From an optimization exercise on the open Yosys and OpenROAD flow, aimed at a short achievable clock period and few clock cycles per item; shortcuts taken in it are not production practice. Only simulation tests tie the RTL to the original design; equivalence was not proved. In every run shown here, the design's own scripts or RTL, not TritonCTS, make the clock network. No driver is modelled on the clock port, so clock power and skew are understated where the tree is cut down; a real chip needs a root buffer or a tree. No activity file was given, so power comes from the tool's default toggle rates.

### design/flow/flow/run.sh
#!/bin/bash
# Standard ORFS layout, except that the clock tree is built by flow/pre_cts.tcl (a shallow,
# balanced two-level tree) instead of TritonCTS. make's output goes to standard.log; each ORFS
# step keeps its own log under orfs/logs.
set -euo pipefail
here=$(pwd)
bash standard.sh PRE_CTS_TCL="$here/flow/pre_cts.tcl" finish > "$here/standard.log" 2>&1
### design/flow/flow/mktree.tcl
# Manual two-level clock tree: clock port -> NROOT root buffers -> leaf buffers -> flip-flops.
# Leaves come from recursive bisection of the flip-flops by location, roots from bisection of leaves.
proc ct_bisect {items maxn} {
  # items: list of {x y payload}; returns list of groups
  if {[llength $items] <= $maxn} { return [list $items] }
  set xs [lmap it $items {lindex $it 0}]
  set ys [lmap it $items {lindex $it 1}]
  set dx [expr {[tcl::mathfunc::max {*}$xs] - [tcl::mathfunc::min {*}$xs]}]
  set dy [expr {[tcl::mathfunc::max {*}$ys] - [tcl::mathfunc::min {*}$ys]}]
  set idx [expr {$dx >= $dy ? 0 : 1}]
  set s [lsort -real -index $idx $items]
  set h [expr {[llength $s] / 2}]
  return [concat [ct_bisect [lrange $s 0 [expr {$h - 1}]] $maxn] [ct_bisect [lrange $s $h end] $maxn]]
}
proc ct_split {items n} {
  # split into exactly n groups of near-equal size by recursive cuts across the longer side
  if {$n <= 1} { return [list $items] }
  set xs [lmap it $items {lindex $it 0}]
  set ys [lmap it $items {lindex $it 1}]
  set dx [expr {[tcl::mathfunc::max {*}$xs] - [tcl::mathfunc::min {*}$xs]}]
  set dy [expr {[tcl::mathfunc::max {*}$ys] - [tcl::mathfunc::min {*}$ys]}]
  set idx [expr {$dx >= $dy ? 0 : 1}]
  set s [lsort -real -index $idx $items]
  set m [expr {$n / 2}]
  set h [expr {int(round(double([llength $s]) * $m / $n))}]
  return [concat [ct_split [lrange $s 0 [expr {$h - 1}]] $m] [ct_split [lrange $s $h end] [expr {$n - $m}]]]
}
proc ct_centroid {items} {
  set sx 0; set sy 0
  foreach it $items { set sx [expr {$sx + [lindex $it 0]}]; set sy [expr {$sy + [lindex $it 1]}] }
  set n [llength $items]
  return [list [expr {int($sx / $n)}] [expr {int($sy / $n)}]]
}
proc ct_out {inst} {
  foreach it [$inst getITerms] { if {[$it isOutputSignal]} { return $it } }
  error "no output on [$inst getName]"
}
proc ct_in {inst} {
  foreach it [$inst getITerms] { if {[$it isInputSignal]} { return $it } }
  error "no input on [$inst getName]"
}
proc ct_build {leafmax nroot leafcell rootcell} {
  set block [ord::get_db_block]
  set db [ord::get_db]
  set clknet [$block findNet clock]
  set sinks {}
  foreach it [$clknet getITerms] {
    set inst [$it getInst]
    set bb [$inst getBBox]
    lappend sinks [list [expr {([$bb xMin] + [$bb xMax]) / 2}] [expr {([$bb yMin] + [$bb yMax]) / 2}] $it]
  }
  puts "CT sinks [llength $sinks]"
  set lmaster [$db findMaster $leafcell]
  set rmaster [$db findMaster $rootcell]
  set groups [ct_split $sinks [expr {([llength $sinks] + $leafmax - 1) / $leafmax}]]
  puts "CT leaves [llength $groups]"
  set leaves {}
  set i 0
  foreach g $groups {
    set c [ct_centroid $g]
    set inst [odb::dbInst_create $block $lmaster "ctleaf_$i"]
    set w [$lmaster getWidth]
    $inst setLocation [expr {[lindex $c 0] - $w / 2}] [lindex $c 1]
    $inst setPlacementStatus PLACED
    set net [odb::dbNet_create $block "ctleafnet_$i"]
    $net setSigType CLOCK
    foreach s $g { set it [lindex $s 2]; $it disconnect; $it connect $net }
    [ct_out $inst] connect $net
    lappend leaves [list [lindex $c 0] [lindex $c 1] [ct_in $inst]]
    incr i
  }
  set rgroups [ct_split $leaves $nroot]
  set j 0
  foreach g $rgroups {
    set c [ct_centroid $g]
    set inst [odb::dbInst_create $block $rmaster "ctroot_$j"]
    $inst setLocation [expr {[lindex $c 0] - [$rmaster getWidth] / 2}] [lindex $c 1]
    $inst setPlacementStatus PLACED
    set net [odb::dbNet_create $block "ctrootnet_$j"]
    $net setSigType CLOCK
    foreach s $g { [lindex $s 2] connect $net }
    [ct_out $inst] connect $net
    [ct_in $inst] connect $clknet
    incr j
  }
  $clknet setSigType CLOCK
  puts "CT roots $j"
}
### design/flow/flow/mvbuf.tcl
# Move each output port's flip-flop and buffer part of the way towards the port's pin, with the
# buffer right next to the flip-flop: the flip-flop drives a short wire, the (stronger) buffer the
# rest of the way to the pin, and the flip-flop's own input wire grows only by the distance moved.
# Detailed placement legalises the moved cells afterwards.
proc ob_move {frac} {
  set block [ord::get_db_block]
  set n 0
  foreach bt [$block getBTerms] {
    if {[$bt getIoType] ne "OUTPUT"} continue
    set net [$bt getNet]
    if {$net eq "NULL"} continue
    set drv ""
    foreach it [$net getITerms] { if {[$it isOutputSignal]} { set drv $it } }
    if {$drv eq ""} continue
    set buf [$drv getInst]
    set in ""
    foreach it [$buf getITerms] { if {[$it isInputSignal]} { set in $it } }
    if {$in eq ""} continue
    set n2 [$in getNet]
    if {$n2 eq "NULL" || [llength [$n2 getITerms]] != 2} continue
    set src ""
    foreach it [$n2 getITerms] { if {[$it isOutputSignal]} { set src $it } }
    if {$src eq ""} continue
    set ff [$src getInst]
    set bb [$bt getBBox]
    set px [expr {([$bb xMin] + [$bb xMax]) / 2}]
    set py [expr {([$bb yMin] + [$bb yMax]) / 2}]
    set loc [$ff getLocation]
    set fx [expr {int([lindex $loc 0] + $frac * ($px - [lindex $loc 0]))}]
    set fy [expr {int([lindex $loc 1] + $frac * ($py - [lindex $loc 1]))}]
    $ff setLocation $fx $fy
    $buf setLocation [expr {$fx + [[$ff getMaster] getWidth]}] $fy
    incr n
  }
  puts "moved $n output flip-flops and buffers"
}
### design/flow/flow/pre_cts.tcl
# Runs before ORFS's CTS step: moves each output port's flip-flop half way towards its pin with
# the port's buffer next to it; builds a two-level clock tree by hand (clock port -> 4 root
# inverters -> leaf inverters of at most 26 flip-flops each; two inversions, so the flip-flops
# see the clock's own polarity); and turns ORFS's calls to repair_clock_inverters and
# clock_tree_synthesis into no-ops (the first would clone the leaf inverters per flip-flop), so
# the rest of the step (legalisation, timing repair) runs as usual.
source [file join [file dirname [info script]] mktree.tcl]
source [file join [file dirname [info script]] mvbuf.tcl]
ob_move 0.5
ct_build 26 4 sky130_fd_sc_hd__inv_12 sky130_fd_sc_hd__inv_16
proc repair_clock_inverters {args} { puts "repair_clock_inverters skipped: manual clock tree built" }
proc clock_tree_synthesis {args} { puts "clock_tree_synthesis skipped: manual clock tree built" }
### design/flow/standard.sh
#!/bin/bash
# synth_recipe.tcl (not shown) runs the flow's synth.tcl, then flattens the netlist and writes it again
# the make line also repeats each setting of config.mk as NAME=value (left out here)
make -C /OpenROAD-flow-scripts/flow DESIGN_CONFIG=/design/flow/config.mk WORK_HOME=/design/flow/orfs CLKGATE_MAP_FILE= SYNTH_SCRIPT=/design/flow/synth_recipe.tcl "${@:-finish}"
### design/flow/config.mk
export PLATFORM = sky130hd
export DESIGN_NAME = mem_issue_sched
export DESIGN_NICKNAME = mem_issue_sched
export VERILOG_FILES = /design/flow/design.v
export SDC_FILE = /design/flow/constraint.sdc
export NUM_CORES = 4
export LEC_CHECK = 0
export ABC_CLOCK_PERIOD_IN_PS = 1500
export CAP_MARGIN = 20
export CORE_MARGIN = 2
export CORE_UTILIZATION = 40
export SETUP_SLACK_MARGIN = 5
export SLEW_MARGIN = 20
### design/flow/constraint.sdc
create_clock -name core_clock -period 6.5 [get_ports {clock}]
set_input_delay 1.3000 -clock core_clock [delete_from_list [all_inputs] [get_ports {clock}]]
set_output_delay 1.3000 -clock core_clock [all_outputs]
set_load 0.01 [all_outputs]
### design/flow/design.v
module mem_issue_sched #(
  parameter int NLD = 4,
  parameter int NST = 4
) (
  input  logic        clock,
  input  logic        resetn,
  input  logic        alloc_valid,
  input  logic        alloc_store,
  input  logic [31:0] alloc_address,
  input  logic [31:0] alloc_data,
  input  logic [4:0]  alloc_dst,
  output logic        rs_lok,
  output logic        rs_sok,
  output logic        rs_free,
  output logic        mem_req,
  output logic        mem_we,
  output logic [31:0] mem_addr,
  output logic [31:0] mem_wdata,
  input  logic        mem_ack,
  input  logic [31:0] mem_rdata,
  output logic [63:0] out_databus,
  output logic        write_databus,
  output logic [4:0]  out_dst,
  output logic [31:0] out_dst_data,
  output logic        write_dst
);
  localparam int NQ = NLD + NST;       
  localparam int NU = NLD + NST;
  logic        q_st   [NQ];
  logic [31:0] q_addr [NQ];
  logic [31:0] q_data [NQ];            
  logic [NQ-1:0]  rp_q;                
  logic [NQ-1:0]  wp_l;                
  logic [NU-1:0]  u_l;                 
  logic [NLD-1:0] ld_l;                
  logic [NST-1:0] st_l;                
  logic           acc_q, acc_ld_q, acc_st_q, xfern_q, clp_q, csp_q;
  logic [NQ-1:0]  wp;
  logic [NU-1:0]  u;
  logic [NLD-1:0] ld;
  logic [NST-1:0] st;
  logic           lokn_q, sokn_q;      
  logic           hvn_q, ge2_q;        
  logic           cln_q, cs_q;         
  logic        mem_req_q, mem_we_q;
  logic [31:0] mem_addr_q, mem_wdata_q;
  logic        write_databus_q, write_dst_q;
  logic        cmp_st_q, cmp_ld_q;
  logic [31:0] cmp_addr_q, out_dst_data_q;
  logic [4:0]  out_dst_q;
  logic        rs_lok_q, rs_sok_q, rs_free_q;
  logic acc, acc_ld, acc_st, xfer, comp;
  logic ld_full, st_full, free_if_idle;
  logic        cu_st, nx_st;
  logic [31:0] cu_addr, cu_data, nx_addr, nx_data;
  logic [4:0]  cu_dst;
  logic        tk_st, ht_st;
  logic [31:0] tk_addr, tk_data, ht_addr, ht_data;
  always_comb begin
    wp = acc_q ? {wp_l[NQ-2:0], wp_l[NQ-1]} : wp_l;
    for (int k = 0; k < NU; k++)
      u[k] = (acc_q && xfern_q) ? ((k == 0) ? 1'b1 : u_l[k-1])
           : (!xfern_q && !acc_q) ? ((k == NU - 1) ? 1'b0 : u_l[k+1])
           : u_l[k];
    for (int k = 0; k < NLD; k++)
      ld[k] = (acc_ld_q && !clp_q) ? ((k == 0) ? 1'b1 : ld_l[k-1])
            : (clp_q && !acc_ld_q) ? ((k == NLD - 1) ? 1'b0 : ld_l[k+1])
            : ld_l[k];
    for (int k = 0; k < NST; k++)
      st[k] = (acc_st_q && !csp_q) ? ((k == 0) ? 1'b1 : st_l[k-1])
            : (csp_q && !acc_st_q) ? ((k == NST - 1) ? 1'b0 : st_l[k+1])
            : st_l[k];
    acc_ld = alloc_valid & ~alloc_store & ~lokn_q;
    acc_st = alloc_valid & alloc_store & ~sokn_q;
    acc    = alloc_valid & (alloc_store ? ~sokn_q : ~lokn_q);
    xfer   = ~hvn_q & mem_ack;
    comp   = ~cln_q | cs_q;
    ld_full = (ld[NLD-1] | (ld[NLD-2] & acc_ld)) & cln_q;
    st_full = (st[NST-1] | (st[NST-2] & acc_st)) & ~cs_q;
    free_if_idle = (~ld[0] & ~st[0]) | (comp & ~ld[1] & ~st[1] & (ld[0] ^ st[0]));
    cu_st   = 1'b0;
    cu_addr = '0;
    cu_data = '0;
    nx_st   = 1'b0;
    nx_addr = '0;
    nx_data = '0;
    for (int i = 0; i < NQ; i++) begin
      if (rp_q[i]) begin
        cu_st   = cu_st   | q_st[i];
        cu_addr = cu_addr | q_addr[i];
        cu_data = cu_data | q_data[i];
      end
      if (rp_q[(i + NQ - 1) % NQ]) begin
        nx_st   = nx_st   | q_st[i];
        nx_addr = nx_addr | q_addr[i];
        nx_data = nx_data | q_data[i];
      end
    end
    tk_st   = ge2_q ? nx_st   : alloc_store;
    tk_addr = ge2_q ? nx_addr : alloc_address;
    tk_data = ge2_q ? nx_data : alloc_data;
    ht_st   = ~hvn_q ? cu_st   : alloc_store;
    ht_addr = ~hvn_q ? cu_addr : alloc_address;
    ht_data = ~hvn_q ? cu_data : alloc_data;
    cu_dst  = cu_data[4:0];
  end
  always_ff @(posedge clock) begin
    for (int i = 0; i < NQ; i++)
      if (wp[i] & ~u[NU-1]) begin
        q_st[i]   <= alloc_store;
        q_addr[i] <= alloc_address;
        q_data[i] <= {alloc_data[31:5], alloc_store ? alloc_data[4:0] : alloc_dst};
      end
  end
  always_ff @(posedge clock) begin
    mem_we_q       <= mem_ack ? tk_st   : ht_st;
    mem_addr_q     <= mem_ack ? tk_addr : ht_addr;
    mem_wdata_q    <= mem_ack ? tk_data : ht_data;
    cmp_st_q       <= cu_st;
    cmp_ld_q       <= ~cu_st;
    cmp_addr_q     <= cu_addr;
    out_dst_q      <= cu_dst;
    out_dst_data_q <= mem_rdata;
  end
  always_ff @(posedge clock) begin
    if (!resetn) begin
      wp_l            <= NQ'(1);
      rp_q            <= NQ'(1);
      u_l             <= '0;
      ld_l            <= '0;
      st_l            <= '0;
      acc_q           <= 1'b0;
      acc_ld_q        <= 1'b0;
      acc_st_q        <= 1'b0;
      xfern_q         <= 1'b1;
      clp_q           <= 1'b0;
      csp_q           <= 1'b0;
      lokn_q          <= 1'b0;
      sokn_q          <= 1'b0;
      hvn_q           <= 1'b1;
      ge2_q           <= 1'b0;
      cln_q           <= 1'b1;
      cs_q            <= 1'b0;
      mem_req_q       <= 1'b0;
      write_databus_q <= 1'b0;
      write_dst_q     <= 1'b0;
      rs_lok_q        <= 1'b1;
      rs_sok_q        <= 1'b1;
      rs_free_q       <= 1'b1;
    end else begin
      wp_l            <= wp;
      if (xfer) rp_q  <= {rp_q[NQ-2:0], rp_q[NQ-1]};
      u_l             <= u;
      ld_l            <= ld;
      st_l            <= st;
      acc_q           <= acc;
      acc_ld_q        <= acc_ld;
      acc_st_q        <= acc_st;
      xfern_q         <= ~xfer;
      clp_q           <= ~cln_q;
      csp_q           <= cs_q;
      lokn_q          <= ld_full;
      sokn_q          <= st_full;
      hvn_q           <= ~(acc | u[1] | (u[0] & ~mem_ack));
      ge2_q           <= u[2] | (u[1] & (acc | ~mem_ack)) | (u[0] & acc & ~mem_ack);
      cln_q           <= ~(xfer & ~cu_st);
      cs_q            <= xfer & cu_st;
      mem_req_q       <= acc | u[1] | (u[0] & ~mem_ack);
      write_databus_q <= xfer;
      write_dst_q     <= xfer & ~cu_st;
      rs_lok_q        <= ~ld_full;
      rs_sok_q        <= ~st_full;
      rs_free_q       <= ~acc & free_if_idle;
    end
  end
  assign rs_lok        = rs_lok_q;
  assign rs_sok        = rs_sok_q;
  assign rs_free       = rs_free_q;
  assign mem_req       = mem_req_q;
  assign mem_we        = mem_we_q;
  assign mem_addr      = mem_addr_q;
  assign mem_wdata     = mem_wdata_q;
  assign write_databus = write_databus_q;
  assign out_databus   = {14'h0, cmp_st_q, cmp_ld_q, 16'h0, cmp_addr_q};
  assign write_dst     = write_dst_q;
  assign out_dst       = out_dst_q;
  assign out_dst_data  = out_dst_data_q;
endmodule
==> results of run 1 <==
worst paths after layout:
path                                       start                     end  slack, ns  cells past startpoint
worst max-delay path                 alloc_store    rs_free_q$_SDFF_PN1_       4.39                      6
worst min-delay path            cln_q$_SDFF_PN1_        clp_q$_SDFF_PN0_       0.48                      1
worst max register to register  acc_q$_SDFF_PN0_  q_addr[1][5]$_DFFE_PP_       4.44                      6
worst min register to register  cln_q$_SDFF_PN1_        clp_q$_SDFF_PN0_       0.48                      1
sequential cells by signal, summed over array words and instances, names as in the netlist, 4 cells and up:
signal and count:
ld_l 4, q_data 256, out_dst_q 5, rp_q 8
u_l 8, st_l 4, q_addr 256, q_st 8
cmp_addr_q 32, mem_addr_q 32, mem_wdata_q 32, wp_l 8
out_dst_data_q 32
metrics by stage:
| stage | hold WS [ns] | setup WS [ns] | cells | cell area [um^2] |
|---|---|---|---|---|
| after floorplan | 0.404 | 4.13 | 1944 | 28800 |
| after detailed placement | 0.440 | 3.10 | 2945 | 31200 |
| final | 0.482 | 4.39 | 3390 | 42100 |
| after global routing | 0.508 | 4.36 | 3388 | 42100 |
| after global placement | 0.475 | 3.21 | 2945 | 31200 |
| after CTS | 0.460 | 4.17 | 3249 | 39300 |
layout make-up:
| class | instances | area, um^2 | share of cell area |
|---|---|---|---|
| Sequential cell | 706 | 19600 | 0.464 |
| Timing Repair Buffer | 680 | 11400 | 0.270 |
| Multi-Input combinational cell | 1026 | 9360 | 0.222 |
| Tap cell | 931 | 1160 | 0.0276 |
| Inverter | 42 | 602 | 0.0143 |
| Timing Repair inverter | 3 | 57.6 | 0.00137 |
| Antenna cell | 2 | 5.00 | 0.000119 |
metal layers:
metal,up-vias,part of all wire,track usage
met1,11200,0.34,0.357
met2,2003,0.46,0.447
met5,-,0,0
li1,9013,-,-
met3,468,0.13,0.0444
met4,0,0.069,0.127
where the power goes:
group / internal (mW) / switching [mW] / leakage, nW / total [mW]
logic: 0.949 / 0.816 / 8.15 / 1.77
registers: 5.09 / 0.128 / 6.34 / 5.22
clock network: 0.271 / 1.61 / 0.243 / 1.88
total: 6.31 / 2.56 / 14.7 / 8.87
synth_stat cells, types with 2 or more instances:
master    number  area (um^2)
ha_1           3         37.5
a21oi_1       17         85.1
nor2b_1       30          188
mux2i_1       58          581
a221oi_1      65          569
nand2_1       88          330
o22ai_1       38          238
nand3_1       31          155
nor3_1         2         10.0
clkbuf_1      47          176
buf_4         38          285
edfxtp_1     520        15600
nor2_1        37          139
buf_6         32          360
a211oi_1      29          218
buf_2         87          435
o21ai_0       69          345
inv_1          8         30.0
o32ai_1       27          236
o21a_1         3         22.5
and2_1         4         25.0
a22o_1        65          569
nand2b_1       3         18.8
mux2_2         9          101
and4_1        66          578
and3_1         3         18.8
dfxtp_1      186         3720
nand4_1       38          238
a22oi_1      206         1550
a222oi_1      92          921
timing repair:
item                       in CTS  in global routing
setup endpoints to repair    1368                940
setup buffers                 157                 99
gates resized for setup      1926                243
gates cloned                  115                 40
pin swaps                      74                141
kinds of logic (layout without fill, tap and decap cells):
family | Yosys count | in the layout | share of synthesized area
flops | 706 | 706 | 0.693
compound gates | 620 | 621 | 0.173
simple gates | 303 | 304 | 0.0612
fa+ha+maj | 3 | 3 | 0.00135
other cells | 1 | 32 | 0.000134
mux | 68 | 68 | 0.0250
buf+inv | 214 | 725 | 0.0464
critical path: stages:
cell	delay (ns)
buf_12	0.10
buf_12	0.14
nor2b_4	0.13
and3_4	0.15
or2_4	0.24
a31oi_4	0.15
==> impl_metrics.env, run 1 <==
export IMPL_run_status="finished clean"
export IMPL_max_freq_mhz=475
export IMPL_grt_pass1_wl_um=144000
export IMPL_worstPathRequired_ns=6.63
export IMPL_syn_cell_area_mm2=0.0279
export IMPL_hpwl_um=40800
export IMPL_gp_congestion=0.763
export IMPL_wl_um=117000
export IMPL_critical_path_max_fanout=5
export IMPL_grt_pass1_vias=20800
export IMPL_power_total_mw=8.87
export IMPL_cellPowerDensity_mw_per_mm2=210
export IMPL_worstMarginPinSlew_ns=0.618
export IMPL_vias_per_cell=6.70
export IMPL_die_area_mm2=0.0719
export IMPL_synthDistinctLibCells=44
export IMPL_post_route_period_util=0.324
export IMPL_antenna_found_initial=2
export IMPL_hold_class="flop to flop"
export IMPL_final_cell_mix="edfxtp_1, buf_6, a22oi_1, buf_12, dfxtp_2"
export IMPL_synth_seq_cells=706
export IMPL_initial_core_util=0.405
export IMPL_clkTransAtPathRegs_ns=0.09
export IMPL_crit_path_start_kind="primary input"
export IMPL_layout_min_cycle_time_ns=2.11
export IMPL_worst_setup_path_end_kind="flop"
export IMPL_layout_nets=2568
export IMPL_insertion_delay_ns=0.22
export IMPL_portBuffers=247
export IMPL_rows=96
export IMPL_maxSlewHeadroom=0.576
export IMPL_ys_flop_type="edfxtp_1"
export IMPL_post_drt_wl_per_cell_um=34.4
export IMPL_die_y_um=268
export IMPL_slew_violations=0
export IMPL_ir_drop_mv=0.217
export IMPL_yosysWarnings=4
export IMPL_p_leak_nw=14.7
export IMPL_area_growth_pct=51.0
export IMPL_drive_above_1_share=0.466
export IMPL_synth_edf_count=520
export IMPL_vias=22700
export IMPL_grt_remaining_overflow=0
export IMPL_cts_hold_buffers=0
export IMPL_drt_pass1_iter_count=8
export IMPL_final_setup_skew_ns=0.0210
export IMPL_ant_nets=0
export IMPL_syn_area_per_cell_um2=14.6
export IMPL_fill_cells=4809
export IMPL_pin_count=278
export IMPL_grt_start_max_net_pins=81
export IMPL_grt_usage=0.273
export IMPL_core_area_mm2=0.0688
export IMPL_setup_viol=0
export IMPL_drt_initial_drc_count=3734
export IMPL_synthCells=1915
export IMPL_async_flop_share=0
export IMPL_die_w_um=268
export IMPL_maxCapViolCount=0
export IMPL_final_common_cell="edfxtp_1"
export IMPL_crit_type="primary input to flop"
export IMPL_fin_util=0.612
export IMPL_rsz0062_at_grt="true"
export IMPL_setup_tns_final_ns=0
export IMPL_drcViolationCount=0
export IMPL_cp_arrival_ns=2.23
export IMPL_hold_viol_final=0
export IMPL_yosysSeqAreaShare=0.693
Testbench counts, summed over its fixed seeds: cycles 3,216, items 3,200.
==> run 2, diff against run 1 <==
==> design/flow/flow/pre_cts.tcl (replaced) <==
# Runs before ORFS's CTS step: moves each output port's flip-flop half way towards its pin with
# the port's buffer next to it; builds a two-level clock tree by hand (clock port -> 4 root
# inverters -> leaf inverters of at most 22 flip-flops each; two inversions, so the flip-flops
# see the clock's own polarity); and turns ORFS's calls to repair_clock_inverters and
# clock_tree_synthesis into no-ops (the first would clone the leaf inverters per flip-flop), so
# the rest of the step (legalisation, timing repair) runs as usual.
source [file join [file dirname [info script]] mktree.tcl]
source [file join [file dirname [info script]] mvbuf.tcl]
ob_move 0.5
ct_build 22 4 sky130_fd_sc_hd__inv_12 sky130_fd_sc_hd__inv_16
proc repair_clock_inverters {args} { puts "repair_clock_inverters skipped: manual clock tree built" }
proc clock_tree_synthesis {args} { puts "clock_tree_synthesis skipped: manual clock tree built" }
==> impl_metrics.env, run 2 <==
export IMPL_synthDistinctLibCells=44
export IMPL_ant_nets=0
export IMPL_layout_nets=2583
export IMPL_holdCritStartpoint="cln_q$_SDFF_PN1_"
export IMPL_regToRegSetupSlack_ns=4.36
export IMPL_cellPowerDensity_mw_per_mm2=213
export IMPL_synthMostInstantiatedCell="edfxtp_1"
export IMPL_hold_viol_final=0
export IMPL_crit_path_start_kind="flop"
export IMPL_worst_setup_path_end_kind="flop"
export IMPL_p_leak_nw=14.8
export IMPL_synthTopCellsByCount="edfxtp_1, a22oi_1, dfxtp_1, a222oi_1, nand2_1"
export IMPL_crit_type="flop to flop"
export IMPL_fill_cells=4761
export IMPL_antenna_found_initial=3
export IMPL_antenna_cells=0
export IMPL_drt_initial_drc_count=3930
export IMPL_setup_viol=0
export IMPL_grt_use_met3=0.0458
export IMPL_area_growth_pct=51.2
export IMPL_final_cell_mix="edfxtp_1, buf_6, a22oi_1, dfxtp_2, buf_16"
export IMPL_grt_start_max_net_pins=74
export IMPL_crit_path_max_incr_delay_ns=0.38
export IMPL_worstPathRequired_ns=6.44
export IMPL_syn_area_per_cell_um2=14.6
export IMPL_die_y_um=268
export IMPL_final_common_cell="edfxtp_1"
export IMPL_maxCapViolCount=0
export IMPL_synthCells=1915
export IMPL_ys_flop_type="edfxtp_1"
export IMPL_portBuffers=247
export IMPL_hold_depth=1
export IMPL_vias=23000
export IMPL_busiest_layer="met2"
export IMPL_pin_count=278
export IMPL_critical_path_max_fanout=6
export IMPL_rows=96
export IMPL_ir_drop_mv=0.267
export IMPL_final_setup_skew_ns=0.0261
export IMPL_synth_seq_cells=706
export IMPL_maxSlewHeadroom=0.643
export IMPL_setup_tns_final_ns=0
export IMPL_worstMarginPinSlew_ns=0.521
export IMPL_grt_pass1_wl_um=145000
export IMPL_synth_edf_count=520
export IMPL_drive_above_1_share=0.464
export IMPL_initial_core_util=0.405
export IMPL_cp_arrival_ns=2.07
export IMPL_syn_cell_area_mm2=0.0279
export IMPL_r2r_end="q_data[1][12]$_DFFE_PP_"
export IMPL_insertion_delay_ns=0.22
export IMPL_vias_per_cell=6.77
export IMPL_r2r_start="acc_q$_SDFF_PN0_"
export IMPL_clkTransAtPathRegs_ns=0.09
export IMPL_synth_top_area_cell="edfxtp_1"
export IMPL_critical_path_buf_inv_count=6
export IMPL_slew_violations=0
export IMPL_post_drt_wl_per_cell_um=35.5
export IMPL_top_regs="q_addr (256), q_data (256)"
export IMPL_regArea_mm2=0.0196
export IMPL_grt_pass1_vias=20900
export IMPL_r2r_cells=10
export IMPL_hold_class="flop to flop"
export IMPL_yosysWarnings=4
export IMPL_power_total_mw=9.00
export IMPL_async_flop_share=0
export IMPL_wl_um=121000
export IMPL_synth_area_leaders="edfxtp_1, dfxtp_1, a22oi_1"
export IMPL_gp_congestion=0.763
export IMPL_core_area_mm2=0.0688
export IMPL_grt_remaining_overflow=0
export IMPL_gr_usage_met1=0.360
export IMPL_yosysSeqAreaShare=0.693
export IMPL_run_status="finished clean"
export IMPL_multi_input_area_mm2=0.00928
export IMPL_layout_min_cycle_time_ns=2.14
export IMPL_die_w_um=268
export IMPL_cp_top_family="buffers and inverters"
export IMPL_cp_slowest_cell="dfxtp_4"
export IMPL_cts_hold_buffers=0
export IMPL_die_area_mm2=0.0719
export IMPL_use_met2=0.441
export IMPL_rsz0062_at_grt="true"
export IMPL_hpwl_um=40800
export IMPL_post_route_period_util=0.329
export IMPL_synth_top_area_share=0.560
export IMPL_drcViolationCount=0
export IMPL_min_to="clp_q$_SDFF_PN0_"
export IMPL_cp_depth=10
export IMPL_grt_usage=0.274
export IMPL_max_freq_mhz=468
export IMPL_drt_pass1_iter_count=10
export IMPL_cpMostUsedCell="buf_6"
export IMPL_path_cells="inv_4 > ha_4 > nand2b_4 > o21ai_4 > buf_6 > buf_6 > nor2_4 > buf_6 > buf_12 > clkbuf_16"
[run 2: changes by cell type in the layout (fill, tap and decap cells not counted), sizes merged]
cell / delta
diode: -2
clkinv: -1
clkbuf: +15
buf: -3
inv: +4
[run 2: stage by stage]
stage          instance area, um^2  hold slack, ns  utilization  std cells  setup slack [ns]
2_1_floorplan                28800           0.404            -       1944              4.13
3_3_place_gp                 31200           0.475        0.454       2945              3.21
3_5_place_dp                 31200           0.440        0.454       2945              3.10
4_1_cts                      38900           0.460        0.565       3233              4.17
5_1_grt                      42200           0.494        0.613       3403              4.36
6_report                     42200           0.464        0.613       3403              4.36
[run 2: final cells by class]
type | count | area share
Multi-Input combinational cell | 1026 | 0.220
Timing Repair Buffer | 692 | 0.273
Inverter | 47 | 0.0162
Sequential cell | 706 | 0.463
Timing Repair inverter | 1 | 0.000385
Tap cell | 931 | 0.0276
[run 2: power breakdown]
group | switching [mW] | leakage (nW) | total, mW | internal, mW
registers | 0.132 | 6.34 | 5.22 | 5.09
clock network | 1.71 | 0.280 | 2.01 | 0.305
logic | 0.816 | 8.20 | 1.76 | 0.946
total | 2.66 | 14.8 | 9.00 | 6.34
[run 2: kinds of logic (layout without fill, tap and decap cells)]
kind of cell / Yosys count / in the layout / synth area share
DFF: 706 / 706 / 0.693
AOI/OAI and AO/OA: 620 / 621 / 0.173
and+or+nand+nor: 303 / 304 / 0.0612
buffers and inverters: 214 / 740 / 0.0464
muxes: 68 / 68 / 0.0250
adders and majority gates: 3 / 3 / 0.00135
other: 1 / 30 / 0.000134
[run 2: repair_timing]
action	4_1_cts	5_1_grt
setup endpoints to repair	1368	943
cloned	110	56
resized for setup	1902	250
pin swaps	72	155
setup buffers	141	114
[run 2: how the worst max path moves through the flow]
| stage | from | slack [ns] | endpoint |
|---|---|---|---|
| final | acc_q$_SDFF_PN0_ | 4.36 | q_data[1][12]$_DFFE_PP_ |
| after floorplan | acc_q$_SDFF_PN0_ | 4.13 | q_addr[0][0]$_DFFE_PP_ |
| after global placement | acc_q$_SDFF_PN0_ | 3.21 | q_data[1][19]$_DFFE_PP_ |
| after global routing | acc_q$_SDFF_PN0_ | 4.36 | q_data[1][6]$_DFFE_PP_ |
| after detailed placement | acc_q$_SDFF_PN0_ | 3.10 | q_data[1][25]$_DFFE_PP_ |
| after CTS | alloc_store | 4.17 | rs_free_q$_SDFF_PN1_ |
[run 2: layer usage]
layer / part of all wire / routed length [um] / vias to the layer above
met1: 0.33 / 40100 / 11300
met4: 0.079 / 9600 / 4
li1: - / - / 9026
met5: 0.00022 / 27 / -
met2: 0.45 / 54600 / 2151
met3: 0.14 / 16500 / 522
[run 2: worst register-to-register path: cells and delay by family (launching register included)]
family,cells,cell delay [ns]
buffers and inverters,6,0.77
AND/OR/NAND/NOR,2,0.48
flip-flops,1,0.38
adder cells (fa/ha/maj),1,0.13
AO/OA/AOI/OAI,1,0.10
==> run 3, diff against run 2 <==
--- a/design/flow/design.v
+++ b/design/flow/design.v
@@ -25,9 +25,10 @@
   output logic        write_dst
 );
-  localparam int NQ = NLD + NST;       
+  localparam int NQ = NLD + NST + 1;   
   localparam int NU = NLD + NST;
   logic        q_st   [NQ];
   logic [31:0] q_addr [NQ];
-  logic [31:0] q_data [NQ];            
+  logic [31:0] q_data [NQ];
+  logic [4:0]  q_dst  [NQ];
   logic [NQ-1:0]  rp_q;                
   logic [NQ-1:0]  wp_l;                
@@ -54,5 +55,5 @@
   logic        cu_st, nx_st;
   logic [31:0] cu_addr, cu_data, nx_addr, nx_data;
-  logic [4:0]  cu_dst;
+  logic [4:0]  cu_dst, nx_dst;
   logic        tk_st, ht_st;
   logic [31:0] tk_addr, tk_data, ht_addr, ht_data;
@@ -82,7 +83,9 @@
     cu_addr = '0;
     cu_data = '0;
+    cu_dst  = '0;
     nx_st   = 1'b0;
     nx_addr = '0;
     nx_data = '0;
+    nx_dst  = '0;
     for (int i = 0; i < NQ; i++) begin
       if (rp_q[i]) begin
@@ -90,4 +93,5 @@
         cu_addr = cu_addr | q_addr[i];
         cu_data = cu_data | q_data[i];
+        cu_dst  = cu_dst  | q_dst[i];
       end
       if (rp_q[(i + NQ - 1) % NQ]) begin
@@ -95,4 +99,5 @@
         nx_addr = nx_addr | q_addr[i];
         nx_data = nx_data | q_data[i];
+        nx_dst  = nx_dst  | q_dst[i];
       end
     end
@@ -103,12 +108,12 @@
     ht_addr = ~hvn_q ? cu_addr : alloc_address;
     ht_data = ~hvn_q ? cu_data : alloc_data;
-    cu_dst  = cu_data[4:0];
   end
   always_ff @(posedge clock) begin
     for (int i = 0; i < NQ; i++)
-      if (wp[i] & ~u[NU-1]) begin
+      if (wp[i]) begin
         q_st[i]   <= alloc_store;
         q_addr[i] <= alloc_address;
-        q_data[i] <= {alloc_data[31:5], alloc_store ? alloc_data[4:0] : alloc_dst};
+        q_data[i] <= alloc_data;
+        q_dst[i]  <= alloc_dst;
       end
   end
==> design/flow/flow/pre_cts.tcl (replaced) <==
# Runs before ORFS's CTS step: moves each output port's flip-flop half way towards its pin with
# the port's buffer next to it; builds a two-level clock tree by hand (clock port -> 4 root
# inverters -> leaf inverters of at most 24 flip-flops each; two inversions, so the flip-flops
# see the clock's own polarity); and turns ORFS's calls to repair_clock_inverters and
# clock_tree_synthesis into no-ops (the first would clone the leaf inverters per flip-flop), so
# the rest of the step (legalisation, timing repair) runs as usual.
source [file join [file dirname [info script]] mktree.tcl]
source [file join [file dirname [info script]] mvbuf.tcl]
ob_move 0.5
ct_build 24 4 sky130_fd_sc_hd__inv_16 sky130_fd_sc_hd__inv_16
proc repair_clock_inverters {args} { puts "repair_clock_inverters skipped: manual clock tree built" }
proc clock_tree_synthesis {args} { puts "clock_tree_synthesis skipped: manual clock tree built" }
==> impl_metrics.env, run 3 <==
export IMPL_worst_setup_path_end_kind="primary output"
export IMPL_post_route_period_util=0.310
export IMPL_hpwl_um=45100
export IMPL_insertion_delay_ns=0.25
export IMPL_r2r_cells=6
export IMPL_grt_remaining_overflow=0
export IMPL_core_area_mm2=0.0804
export IMPL_die_y_um=289
export IMPL_synthDistinctLibCells=42
export IMPL_clkTransAtPathRegs_ns=0.09
export IMPL_die_area_mm2=0.0834
export IMPL_yosysSeqAreaShare=0.699
export IMPL_grt_pass1_vias=25100
export IMPL_ir_drop_mv=0.320
export IMPL_multi_input_area_mm2=0.0117
export IMPL_post_drt_wl_per_cell_um=36.6
export IMPL_path_cells="buf_6"
export IMPL_maxSlewHeadroom=0.621
export IMPL_yosysWarnings=5
export IMPL_final_common_cell="edfxtp_1"
export IMPL_max_freq_mhz=496
export IMPL_synth_seq_cells=818
export IMPL_syn_area_per_cell_um2=13.8
export IMPL_initial_core_util=0.403
export IMPL_async_flop_share=0
export IMPL_final_setup_skew_ns=0.0318
export IMPL_pin_count=278
export IMPL_rows=104
export IMPL_vias=26900
export IMPL_drcViolationCount=0
export IMPL_hold_depth=2
export IMPL_setup_tns_final_ns=0
export IMPL_cp_arrival_ns=0.72
export IMPL_cellPowerDensity_mw_per_mm2=219
export IMPL_maxCapViolCount=0
export IMPL_fill_cells=5790
export IMPL_grt_start_max_net_pins=71
export IMPL_gp_congestion=0.791
export IMPL_synth_top_area_share=0.583
export IMPL_crit_path_max_incr_delay_ns=0.35
export IMPL_synth_area_leaders="edfxtp_1, dfxtp_1, a22oi_1"
export IMPL_worstMarginPinSlew_ns=0.569
export IMPL_ant_nets=0
export IMPL_regArea_mm2=0.0229
export IMPL_drive_above_1_share=0.406
export IMPL_crit_type="flop to primary output"
export IMPL_portBuffers=247
export IMPL_critical_path_max_fanout=1
export IMPL_synth_top_area_cell="edfxtp_1"
export IMPL_worst_slack_ns=4.48
export IMPL_crit_path_start_kind="flop"
export IMPL_setup_viol=0
export IMPL_p_leak_nw=15.8
export IMPL_vias_per_cell=6.86
export IMPL_ys_flop_type="edfxtp_1"
export IMPL_place_ws_ns=3.53
export IMPL_critical_path_buf_inv_count=1
export IMPL_slew_violations=0
export IMPL_cp_depth=1
export IMPL_synthTopCellsByCount="edfxtp_1, a22oi_1, dfxtp_1, nand2_1, buf_2"
export IMPL_antenna_found_initial=1
export IMPL_cts_hold_buffers=0
export IMPL_synthCells=2357
export IMPL_cp_slowest_cell="dfxtp_2"
export IMPL_grt_usage=0.289
export IMPL_wl_um=144000
export IMPL_synthMostInstantiatedCell="edfxtp_1"
export IMPL_cp_top_family="flip-flops"
export IMPL_hold_class="flop to flop"
export IMPL_hold_viol_final=0
export IMPL_area_growth_pct=44.9
export IMPL_drt_pass1_iter_count=7
export IMPL_layout_min_cycle_time_ns=2.02
export IMPL_top_regs="q_addr (288), q_data (288), q_dst (45)"
export IMPL_drt_initial_drc_count=5305
export IMPL_rsz0062_at_grt="true"
export IMPL_syn_cell_area_mm2=0.0324
export IMPL_layout_nets=2973
export IMPL_grt_pass1_wl_um=176000
export IMPL_synth_edf_count=630
export IMPL_die_w_um=289
export IMPL_final_cell_mix="edfxtp_1, a22oi_1, buf_6, buf_12, nand2_1"
export IMPL_worstPathRequired_ns=5.20
export IMPL_run_status="finished clean"
run 3: report_power, final:
| group | switching (mW) | leakage [nW] | internal (mW) |
|---|---|---|---|
| Sequential | 0.134 | 7.36 | 5.87 |
| Combinational | 0.926 | 8.10 | 0.960 |
| Clock | 2.03 | 0.382 | 0.392 |
| Total | 3.09 | 15.8 | 7.22 |
run 3: final timing paths:
path	end	from	slack [ns]
setup / recovery	mem_wdata[28]	mem_wdata_q[28]$_DFF_P_	4.48
hold / removal	u_l[7]$_SDFFE_PN0P_	u_l[7]$_SDFFE_PN0P_	0.51
setup reg to reg	mem_addr_q[18]$_DFF_P_	rp_q[0]$_SDFFE_PN1P_	4.56
hold reg to reg	u_l[7]$_SDFFE_PN0P_	u_l[7]$_SDFFE_PN0P_	0.51
run 3: layer usage:
metal,wire length (um),vias to the layer above,share of wire,global-route usage
li1,-,10500,-,-
met1,48500,13300,0.34,0.375
met2,64500,2560,0.45,0.468
met3,21400,559,0.15,0.0659
met4,9020,0,0.063,0.120
met5,0,-,0,0
run 3: what timing repair did:
action | in CTS | in global routing
buffers inserted | 142 | 82
pin swaps | 88 | 120
gates cloned | 97 | 70
endpoints found under the setup margin | 1590 | 913
resized for setup | 1969 | 279
run 3: worst register-to-register path, stage by stage, from the launching register on:
cell	delay, ns
dfxtp_4	0.40
buf_12	0.16
buf_12	0.15
a222oi_1	0.45
nand3_1	0.24
nor3_4	0.25
o32ai_4	0.13
run 3: final cells by class:
type / instances / area share
sequential: 818 / 0.487
multi-input combinational: 1377 / 0.248
timing repair buffer: 616 / 0.218
tap: 1060 / 0.0282
inverter: 49 / 0.0178
timing repair inverter: 2 / 0.000692
antenna: 3 / 0.000160
run 3: cells by family after synthesis:
family          Yosys count  synth area share
flops                   818             0.699
compound gates          738             0.171
simple gates            539            0.0822
buf+inv                 232            0.0370
mux                      26           0.00868
fa+ha+maj                 3           0.00116
other cells               1          0.000116
run 3: through the flow:
stage / cells / utilization / hold WS [ns] / instance area (um^2) / total power [mW]
2_1_floorplan: 2386 / - / 0.404 / 33100 / 6.62
3_3_place_gp: 3492 / 0.446 / 0.466 / 35900 / 7.10
3_5_place_dp: 3492 / 0.446 / 0.474 / 35900 / 7.13
4_1_cts: 3770 / 0.543 / 0.487 / 43600 / 9.56
5_1_grt: 3923 / 0.584 / 0.524 / 47000 / 10.6
6_report: 3925 / 0.585 / 0.514 / 47000 / 10.3
Testbench counts of run 3, summed over its fixed seeds: cycles 3,216, items 3,200.
==> run 4, diff against run 3 <==
==> design/flow/flow/run.sh (replaced) <==
#!/bin/bash
# Standard ORFS layout, except that the clock tree is built by flow/pre_cts.tcl (a shallow,
# balanced two-level tree) instead of TritonCTS, and flow/post_cts.tcl adds a second setup repair. make's output goes to standard.log; each ORFS
# step keeps its own log under orfs/logs.
set -euo pipefail
here=$(pwd)
bash standard.sh PRE_CTS_TCL="$here/flow/pre_cts.tcl" POST_CTS_TCL="$here/flow/post_cts.tcl" finish > "$here/standard.log" 2>&1
==> design/flow/flow/post_cts.tcl (new file) <==
# Runs at the end of ORFS's CTS step: a second setup repair aimed at the paths that actually
# limit the clock period (ORFS's own pass aims 5 ns past the period, far beyond reach, and stops
# early), then legalisation again.
estimate_parasitics -placement
repair_timing -setup -setup_margin 4.6 -repair_tns 100 -verbose
detailed_placement
check_placement -verbose
==> design/flow/flow/pre_cts.tcl (replaced) <==
# Runs before ORFS's CTS step: moves each output port's flip-flop half way towards its pin with
# the port's buffer next to it; builds a two-level clock tree by hand (clock port -> 4 root
# inverters -> leaf inverters of at most 26 flip-flops each; two inversions, so the flip-flops
# see the clock's own polarity); and turns ORFS's calls to repair_clock_inverters and
# clock_tree_synthesis into no-ops (the first would clone the leaf inverters per flip-flop), so
# the rest of the step (legalisation, timing repair) runs as usual.
source [file join [file dirname [info script]] mktree.tcl]
source [file join [file dirname [info script]] mvbuf.tcl]
ob_move 0.5
ct_build 26 4 sky130_fd_sc_hd__inv_12 sky130_fd_sc_hd__inv_16
proc repair_clock_inverters {args} { puts "repair_clock_inverters skipped: manual clock tree built" }
proc clock_tree_synthesis {args} { puts "clock_tree_synthesis skipped: manual clock tree built" }
==> impl_metrics.env, run 4 <==
export IMPL_run_status="finished clean"
export IMPL_clock_power_share=0.214
export IMPL_drt_initial_drc_count=5002
export IMPL_cp_slowest_cell="dfxtp_2"
export IMPL_crit_type="flop to primary output"
export IMPL_hold_slack_ns=0.524
export IMPL_place_ws_ns=3.53
export IMPL_synth_area_leaders="edfxtp_1, dfxtp_1, a22oi_1"
export IMPL_post_route_period_util=0.306
export IMPL_worst_setup_path_end_kind="primary output"
export IMPL_worst_slack_ns=4.51
export IMPL_synthMostInstantiatedCell="edfxtp_1"
export IMPL_grt_start_max_net_pins=71
export IMPL_r2r_cells=7
export IMPL_intPower_mw=7.13
export IMPL_rows=104
export IMPL_use_met2=0.467
export IMPL_r2r_end="mem_addr_q[26]$_DFF_P_"
export IMPL_synth_top_area_share=0.583
export IMPL_layout_nets=2952
export IMPL_grt_pass1_wl_um=177000
export IMPL_layout_min_cycle_time_ns=1.99
export IMPL_drcViolationCount=0
export IMPL_area_growth_pct=44.3
export IMPL_p_comb_frac=0.188
export IMPL_hold_depth=2
export IMPL_cellPowerDensity_mw_per_mm2=214
export IMPL_grt_remaining_overflow=0
export IMPL_power_total_mw=10.0
export IMPL_ir_drop_mv=0.211
export IMPL_antenna_found_initial=4
export IMPL_gr_usage_met1=0.377
export IMPL_dp_cells=3492
export IMPL_hold_class="flop to flop"
export IMPL_r2r_start="rp_q[0]$_SDFFE_PN1P_"
export IMPL_holdCritStartpoint="q_dst[5][0]$_DFFE_PP_"
export IMPL_stdcell_count=3902
export IMPL_yosysWarnings=5
export IMPL_worstMarginPinSlew_ns=0.634
export IMPL_synth_seq_cells=818
export IMPL_regToRegSetupSlack_ns=4.59
export IMPL_drive_above_1_share=0.410
export IMPL_insertion_delay_ns=0.22
export IMPL_grt_usage=0.290
export IMPL_yosysSeqAreaShare=0.699
export IMPL_critical_path_buf_inv_count=1
export IMPL_final_cell_mix="edfxtp_1, a22oi_1, buf_6, nand2_1, buf_12"
export IMPL_busiest_layer="met2"
export IMPL_syn_cell_area_mm2=0.0324
export IMPL_pin_count=278
export IMPL_final_setup_skew_ns=0.0159
export IMPL_fin_util=0.582
export IMPL_async_flop_share=0
export IMPL_gp_congestion=0.791
export IMPL_slew_violations=0
export IMPL_path_cells="buf_6"
export IMPL_hpwl_um=45100
export IMPL_crit_path_start_kind="flop"
export IMPL_grt_use_met3=0.0628
export IMPL_grt_pass1_vias=25200
export IMPL_synth_top_area_cell="edfxtp_1"
export IMPL_clkTransAtPathRegs_ns=0.10
export IMPL_setup_viol=0
export IMPL_final_common_cell="edfxtp_1"
export IMPL_rsz0062_at_grt="true"
export IMPL_synthCells=2357
export IMPL_die_y_um=289
export IMPL_post_drt_wl_per_cell_um=36.3
export IMPL_max_freq_mhz=502
export IMPL_ys_flop_type="edfxtp_1"
export IMPL_synthDistinctLibCells=42
export IMPL_top_regs="q_addr (288), q_data (288), q_dst (45)"
export IMPL_stdcell_area_mm2=0.0468
export IMPL_portBuffers=247
export IMPL_p_leak_nw=15.7
export IMPL_setup_worst_path_start="mem_wdata_q[28]$_DFF_P_"
export IMPL_core_area_mm2=0.0804
export IMPL_netSwitchingPower_mw=2.90
export IMPL_power_share_switching=0.289
export IMPL_crit_path_max_incr_delay_ns=0.35
export IMPL_initial_core_util=0.403
export IMPL_synth_edf_count=630
export IMPL_critical_path_max_fanout=1
export IMPL_die_area_mm2=0.0834
export IMPL_cp_top_family="flip-flops"
export IMPL_worstPathRequired_ns=5.20
export IMPL_synthTopCellsByCount="edfxtp_1, a22oi_1, dfxtp_1, nand2_1, buf_2"
export IMPL_vias_per_cell=6.90
export IMPL_ant_nets=0
export IMPL_cp_arrival_ns=0.69
export IMPL_setup_tns_final_ns=0
export IMPL_seq_power_share=0.598
export IMPL_drt_pass1_iter_count=7
export IMPL_wl_um=142000
export IMPL_maxSlewHeadroom=0.576
export IMPL_vias=26900
export IMPL_syn_area_per_cell_um2=13.8
export IMPL_die_w_um=289
export IMPL_min_to="out_dst_q[0]$_DFF_P_"
export IMPL_dpl_cell_area_mm2=0.0359
export IMPL_hold_viol_final=0
export IMPL_maxCapViolCount=0
run 4: cell counts after synthesis:
No cell type changed its count.
run 4: power by group through the flow:
stage | Clock, mW | Sequential, mW | Combinational, mW
after global routing | 2.32 | 6.02 | 1.95
final | 2.14 | 6.00 | 1.88
after detailed placement | 0 | 6.16 | 0.968
after floorplan | 0 | 6.11 | 0.511
after global placement | 0 | 6.15 | 0.950
run 4: layout make-up:
type	instances	area (um^2)
Timing Repair inverter	2	32.5
Antenna cell	1	2.50
Multi-Input combinational cell	1375	11800
Fill cell	5867	33600
Timing Repair Buffer	600	10100
Inverter	46	657
Sequential cell	818	22900
Tap cell	1060	1330
run 4: worst max-delay path by stage:
stage	end	slack, ns	cells after the start
floorplan	mem_addr_q[12]$_DFF_P_	4.48	4
global placement	mem_addr_q[20]$_DFF_P_	3.56	4
detailed placement	mem_addr_q[18]$_DFF_P_	3.53	4
global route	mem_wdata[3]	4.50	1
finish	mem_wdata[28]	4.51	1
run 4: kinds of logic after synthesis:
group                      count (synthesis)  share of synthesized area
AOI/OAI and AO/OA                        738                      0.171
adders and majority gates                  3                    0.00116
buffers and inverters                    232                     0.0370
DFF                                      818                      0.699
muxes                                     26                    0.00868
other                                      1                   0.000116
and+or+nand+nor                          539                     0.0822
run 4: routing by layer:
layer | up-vias | share of wire
li1 | 10400 | -
met1 | 13400 | 0.34
met2 | 2525 | 0.45
met3 | 570 | 0.14
met4 | 6 | 0.069
met5 | - | 0.00025
==> run 5, diff against run 4 <==
==> design/flow/flow/post_cts.tcl (replaced) <==
# Runs at the end of ORFS's CTS step: a second setup repair aimed at the paths that actually
# limit the clock period (ORFS's own pass aims 5 ns past the period, far beyond reach, and stops
# early), with the pass and buffer limits lifted, then legalisation again.
estimate_parasitics -placement
repair_timing -setup -setup_margin 4.6 -repair_tns 100 -max_passes 10000 -max_iterations 10000 -max_buffer_percent 100 -verbose
detailed_placement
check_placement -verbose
==> impl_metrics.env, run 5 <==
export IMPL_synth_top_area_cell="edfxtp_1"
export IMPL_synth_edf_count=630
export IMPL_final_cell_mix="edfxtp_1, a22oi_1, buf_6, nand2_1, buf_12"
export IMPL_setup_viol=0
export IMPL_drt_pass1_iter_count=7
export IMPL_portBuffers=247
export IMPL_async_flop_share=0
export IMPL_synthMuxAreaShare=0.00868
export IMPL_ir_drop_mv=0.211
export IMPL_clkTransAtPathRegs_ns=0.10
export IMPL_run_status="finished clean"
export IMPL_gp_congestion=0.791
export IMPL_post_drt_wl_per_cell_um=36.3
export IMPL_grt_pass1_vias=25200
export IMPL_slew_violations=0
export IMPL_worst_setup_path_end_kind="primary output"
export IMPL_wl_um=142000
export IMPL_grt_remaining_overflow=0
export IMPL_rows=104
export IMPL_synth_top_area_share=0.583
export IMPL_ys_flop_type="edfxtp_1"
export IMPL_area_growth_pct=44.3
export IMPL_synth_area_leaders="edfxtp_1, dfxtp_1, a22oi_1"
export IMPL_die_y_um=289
export IMPL_core_area_mm2=0.0804
export IMPL_synthMostInstantiatedCell="edfxtp_1"
export IMPL_max_freq_mhz=502
export IMPL_final_common_cell="edfxtp_1"
export IMPL_hold_class="flop to flop"
export IMPL_fill_cells=5867
export IMPL_path_cells="buf_6"
export IMPL_pin_count=278
export IMPL_synth_top_family_by_area="compound AO/OA/AOI/OAI gates"
export IMPL_drcViolationCount=0
export IMPL_dpl_cell_area_mm2=0.0359
export IMPL_worstMarginPinSlew_ns=0.634
export IMPL_syn_area_per_cell_um2=13.8
export IMPL_grt_start_max_net_pins=71
export IMPL_yosys_area_share_xor_xnor=0
export IMPL_cp_top_family="flip-flops"
export IMPL_antenna_found_initial=4
export IMPL_critical_path_buf_inv_count=1
export IMPL_worstPathRequired_ns=5.20
export IMPL_die_area_mm2=0.0834
export IMPL_cp_arrival_ns=0.69
export IMPL_maxCapViolCount=0
export IMPL_vias=26900
export IMPL_initial_core_util=0.403
export IMPL_synthDistinctLibCells=42
export IMPL_grt_pass1_wl_um=177000
export IMPL_grt_usage=0.290
export IMPL_insertion_delay_ns=0.22
export IMPL_rsz0062_at_grt="true"
export IMPL_maxSlewHeadroom=0.576
export IMPL_top_regs="q_addr (288), q_data (288), q_dst (45)"
export IMPL_synthSimpleGateAreaFrac=0.0822
export IMPL_layout_nets=2952
export IMPL_drive_above_1_share=0.410
export IMPL_multi_input_area_mm2=0.0118
export IMPL_regArea_mm2=0.0229
export IMPL_synthAdderAreaFrac=0.00116
export IMPL_hold_viol_final=0
export IMPL_vias_per_cell=6.90
export IMPL_crit_path_start_kind="flop"
export IMPL_critical_path_max_fanout=1
export IMPL_p_leak_nw=15.7
export IMPL_crit_type="flop to primary output"
export IMPL_ant_nets=0
export IMPL_synth_compound_area_share=0.171
export IMPL_layout_min_cycle_time_ns=1.99
export IMPL_final_setup_skew_ns=0.0159
export IMPL_drt_initial_drc_count=5002
export IMPL_dp_cells=3492
export IMPL_synth_seq_cells=818
export IMPL_die_w_um=289
export IMPL_hpwl_um=45100
export IMPL_stdcell_count=3902
export IMPL_power_total_mw=10.0
export IMPL_yosysSeqAreaShare=0.699
export IMPL_synthTopCellsByCount="edfxtp_1, a22oi_1, dfxtp_1, nand2_1, buf_2"
export IMPL_syn_cell_area_mm2=0.0324
export IMPL_stdcell_area_mm2=0.0468
export IMPL_cp_slowest_cell="dfxtp_2"
export IMPL_setup_tns_final_ns=0
export IMPL_yosysWarnings=5
export IMPL_cellPowerDensity_mw_per_mm2=214
export IMPL_post_route_period_util=0.306
export IMPL_synthCells=2357
export IMPL_crit_path_max_incr_delay_ns=0.35
## run 5: cell counts in the layout (fill, tap and decap cells not counted)
Identical to the previous run, type by type.
## run 5: where the power goes
part | switching [mW] | internal, mW
Sequential | 0.131 | 5.87
Combinational | 0.928 | 0.956
Clock | 1.84 | 0.300
Total | 2.90 | 7.13
## run 5: cell type report
cell class,count,share of cell area
Timing Repair Buffer,600,0.215
Antenna cell,1,0.0000535
Inverter,46,0.0140
Multi-Input combinational cell,1375,0.252
Sequential cell,818,0.490
Tap cell,1060,0.0283
Timing Repair inverter,2,0.000695
## run 5: cell families (layout without fill, tap and decap cells)
| family | count (synthesis) | in the layout |
|---|---|---|
| compound gates | 738 | 738 |
| flops | 818 | 818 |
| buf+inv | 232 | 648 |
| simple gates | 539 | 539 |
| mux | 26 | 65 |
| other cells | 1 | 31 |
| fa+ha+maj | 3 | 3 |
## run 5: path summary, 6_finish.rpt
path | slack [ns] | cells after the start | endpoint | start
max | 4.51 | 1 | mem_wdata[28] | mem_wdata_q[28]$_DFF_P_
min | 0.52 | 2 | out_dst_q[0]$_DFF_P_ | q_dst[5][0]$_DFFE_PP_
max reg2reg | 4.59 | 7 | mem_addr_q[26]$_DFF_P_ | rp_q[0]$_SDFFE_PN1P_
min reg2reg | 0.52 | 2 | out_dst_q[0]$_DFF_P_ | q_dst[5][0]$_DFFE_PP_
## run 5: metrics by stage
| stage | util | setup WS [ns] | hold WS, ns |
|---|---|---|---|
| after floorplan | - | 4.48 | 0.404 |
| after global placement | 0.446 | 3.56 | 0.466 |
| after detailed placement | 0.446 | 3.53 | 0.474 |
| after global routing | 0.582 | 4.50 | 0.537 |
| final | 0.582 | 4.51 | 0.524 |
## run 5: routing by layer
metal  share of wire  GRT usage  wire length, um
met5         0.00025          0               35
met4           0.069      0.127             9710
met3            0.14     0.0628            20300
met2            0.45      0.467            63500
met1            0.34      0.377            48100
==> run 6, diff against run 5 <==
--- a/design/flow/design.v
+++ b/design/flow/design.v
@@ -25,5 +25,5 @@
   output logic        write_dst
 );
-  localparam int NQ = NLD + NST + 1;   
+  localparam int NQ = NLD + NST;       
   localparam int NU = NLD + NST;
   logic        q_st   [NQ];
@@ -43,4 +43,5 @@
   logic           lokn_q, sokn_q;      
   logic           hvn_q, ge2_q;        
+  logic           full_q;              
   logic           cln_q, cs_q;         
   logic        mem_req_q, mem_we_q;
@@ -111,5 +112,5 @@
   always_ff @(posedge clock) begin
     for (int i = 0; i < NQ; i++)
-      if (wp[i]) begin
+      if (wp[i] & ~full_q) begin
         q_st[i]   <= alloc_store;
         q_addr[i] <= alloc_address;
@@ -145,4 +146,5 @@
       hvn_q           <= 1'b1;
       ge2_q           <= 1'b0;
+      full_q          <= 1'b0;
       cln_q           <= 1'b1;
       cs_q            <= 1'b0;
@@ -169,4 +171,5 @@
       hvn_q           <= ~(acc | u[1] | (u[0] & ~mem_ack));
       ge2_q           <= u[2] | (u[1] & (acc | ~mem_ack)) | (u[0] & acc & ~mem_ack);
+      full_q          <= ~xfer & (u[NU-1] | (u[NU-2] & acc));
       cln_q           <= ~(xfer & ~cu_st);
       cs_q            <= xfer & cu_st;
==> impl_metrics.env, run 6 <==
export IMPL_run_status="finished clean"
export IMPL_maxCapViolCount=0
export IMPL_core_area_mm2=0.0726
export IMPL_dp_cells=3040
export IMPL_critical_path_max_fanout=4
export IMPL_post_drt_wl_per_cell_um=32.9
export IMPL_maxSlewHeadroom=0.581
export IMPL_pin_count=278
export IMPL_rsz0062_at_grt="true"
export IMPL_initial_core_util=0.402
export IMPL_synthDistinctLibCells=41
export IMPL_insertion_delay_ns=0.23
export IMPL_ant_nets=0
export IMPL_rows=99
export IMPL_cp_arrival_ns=2.19
export IMPL_crit_path_start_kind="primary input"
export IMPL_die_area_mm2=0.0751
export IMPL_syn_area_per_cell_um2=14.7
export IMPL_synth_top_area_cell="edfxtp_1"
export IMPL_met1_length_um=41400
export IMPL_worst_setup_path_end_kind="flop"
export IMPL_grt_pass1_vias=21900
export IMPL_die_y_um=274
export IMPL_grt_usage=0.269
export IMPL_synth_top_area_share=0.577
export IMPL_p_leak_nw=14.5
export IMPL_syn_cell_area_mm2=0.0292
export IMPL_grt_pass1_wl_um=150000
export IMPL_setup_tns_final_ns=0
export IMPL_area_growth_pct=45.6
export IMPL_cellPowerDensity_mw_per_mm2=210
export IMPL_synth_area_leaders="edfxtp_1, dfxtp_1, a22oi_1"
export IMPL_worstPathRequired_ns=6.62
export IMPL_max_freq_mhz=483
export IMPL_yosysWarnings=5
export IMPL_drcViolationCount=0
export IMPL_top_regs="q_addr (256), q_data (256), q_dst (40)"
export IMPL_grt_remaining_overflow=0
export IMPL_wl_met3_um=11900
export IMPL_synthTopCellsByCount="edfxtp_1, a22oi_1, dfxtp_1, a222oi_1, nand2_1"
export IMPL_layout_nets=2562
export IMPL_async_flop_share=0
export IMPL_post_route_period_util=0.318
export IMPL_ys_flop_type="edfxtp_1"
export IMPL_setup_viol=0
export IMPL_final_cell_mix="edfxtp_1, buf_6, a22oi_1, dfxtp_2, buf_12"
export IMPL_wl_um=112000
export IMPL_routed_top_layer="met5"
export IMPL_crit_type="primary input to flop"
export IMPL_yosysSeqAreaShare=0.705
export IMPL_synth_seq_cells=747
export IMPL_vias_per_cell=6.65
export IMPL_antenna_found_initial=1
export IMPL_worstMarginPinSlew_ns=0.622
export IMPL_ir_drop_mv=0.241
export IMPL_drt_initial_drc_count=3676
export IMPL_wl_met2_um=54100
export IMPL_hold_viol_final=0
export IMPL_synthCells=1982
export IMPL_drt_pass1_iter_count=9
export IMPL_stdcell_count=3411
export IMPL_fill_cells=5240
export IMPL_synth_edf_count=560
export IMPL_portBuffers=247
export IMPL_final_common_cell="edfxtp_1"
export IMPL_drive_above_1_share=0.425
export IMPL_vias=22700
export IMPL_hold_class="flop to flop"
export IMPL_layout_min_cycle_time_ns=2.07
export IMPL_synthMostInstantiatedCell="edfxtp_1"
export IMPL_clkTransAtPathRegs_ns=0.10
export IMPL_hpwl_um=41300
export IMPL_final_setup_skew_ns=0.0411
export IMPL_die_w_um=274
export IMPL_slew_violations=0
export IMPL_gp_congestion=0.793
export IMPL_grt_start_max_net_pins=81
## run 6: cell type report
cell class              instances  area, um^2  area share
repair buffers                613       10400       0.245
well taps                     959        1200      0.0282
flip-flops and latches        747       20800       0.489
inverters                      42         586      0.0138
multi-input cells            1049        9490       0.223
diodes                          1        2.50   0.0000589
## run 6: kinds of logic after synthesis
family                   count (synthesis)  share of synthesized area
multiplexers                            57                     0.0196
buffers and inverters                  216                     0.0390
other                                    1                   0.000129
AND/OR/NAND/NOR                        319                     0.0634
AO/OA/AOI/OAI                          639                      0.172
flip-flops                             747                      0.705
adder cells (fa/ha/maj)                  3                    0.00129
## run 6: power breakdown
group          leakage (nW)  internal (mW)  switching [mW]
Combinational          7.51          0.840           0.696
Clock                 0.251          0.279            1.65
Sequential             6.72           5.35           0.117
Total                  14.5           6.47            2.47
## run 6: worst paths after layout
path	startpoint	endpoint	slack, ns	depth (start not counted)
hold / removal	cs_q$_SDFF_PN0_	sokn_q$_SDFF_PN0_	0.49	1
hold reg to reg	cs_q$_SDFF_PN0_	sokn_q$_SDFF_PN0_	0.49	1
setup reg to reg	acc_q$_SDFF_PN0_	ge2_q$_SDFF_PN0_	4.52	7
setup / recovery	alloc_store	ge2_q$_SDFF_PN0_	4.43	5
## run 6: worst max-delay path, cell delays in order
cell,delay (ns)
buf_12,0.11
mux2i_4,0.19
and3_4,0.19
and2_4,0.13
a311o_1,0.27
## run 6: stage by stage
step / utilization / worst slack (ns) / hold slack (ns) / power [mW] / area, um^2
after global routing: 0.585 / 4.36 / 0.518 / 9.19 / 42500
after floorplan: - / 4.38 / 0.404 / 5.96 / 30100
final: 0.585 / 4.43 / 0.495 / 8.93 / 42500
after detailed placement: 0.450 / 3.28 / 0.433 / 6.39 / 32600
after global placement: 0.450 / 3.30 / 0.435 / 6.37 / 32600
## run 6: layer usage
layer	vias to the layer above	track usage
met5	-	0
met4	2	0.0967
met3	298	0.0452
met2	1703	0.443
met1	11500	0.359
li1	9134	-
Testbench counts of run 6, summed over its fixed seeds: cycles 3,216, items 3,200.

-- port drivers added, routing unchanged --
The results above use ideal ports. As a check the final layouts listed here were re-extracted and re-timed, cells and wires unchanged.
Step 1, drivers: a clkbuf_16 drives clock and a buf_2 each remaining input, both assumed.
Step 2 adds t to the input delays and takes it off the output delays; t is the mean of the earliest and latest rising clock arrival at the registers after step 1. Input paths then give back, and output paths get back, about the clock's delay inside the block.
Slacks: ideal ports / drivers / drivers and shift; pairs: ideal ports / drivers.
run	t, ns	slack for setup (ns)	worst setup path at the end	pins driven straight from the clock port
run 1	0.456	4.395 / 4.015 / 3.560	input to register	4
run 2	0.462	4.363 / 3.836 / 3.374	input to register	4
run 3	0.495	4.484 / 4.167 / 3.672	input to register	4
run 4	0.476	4.509 / 4.152 / 3.677	input to register	4
run 5	0.476	4.509 / 4.152 / 3.677	input to register	4
run 6	0.458	4.430 / 4.212 / 3.754	input to register	4
After both steps every run listed still meets setup and hold. The setup slack of run 2, which loses most, moves by -0.527 ns with the drivers and by -0.989 ns with both steps.
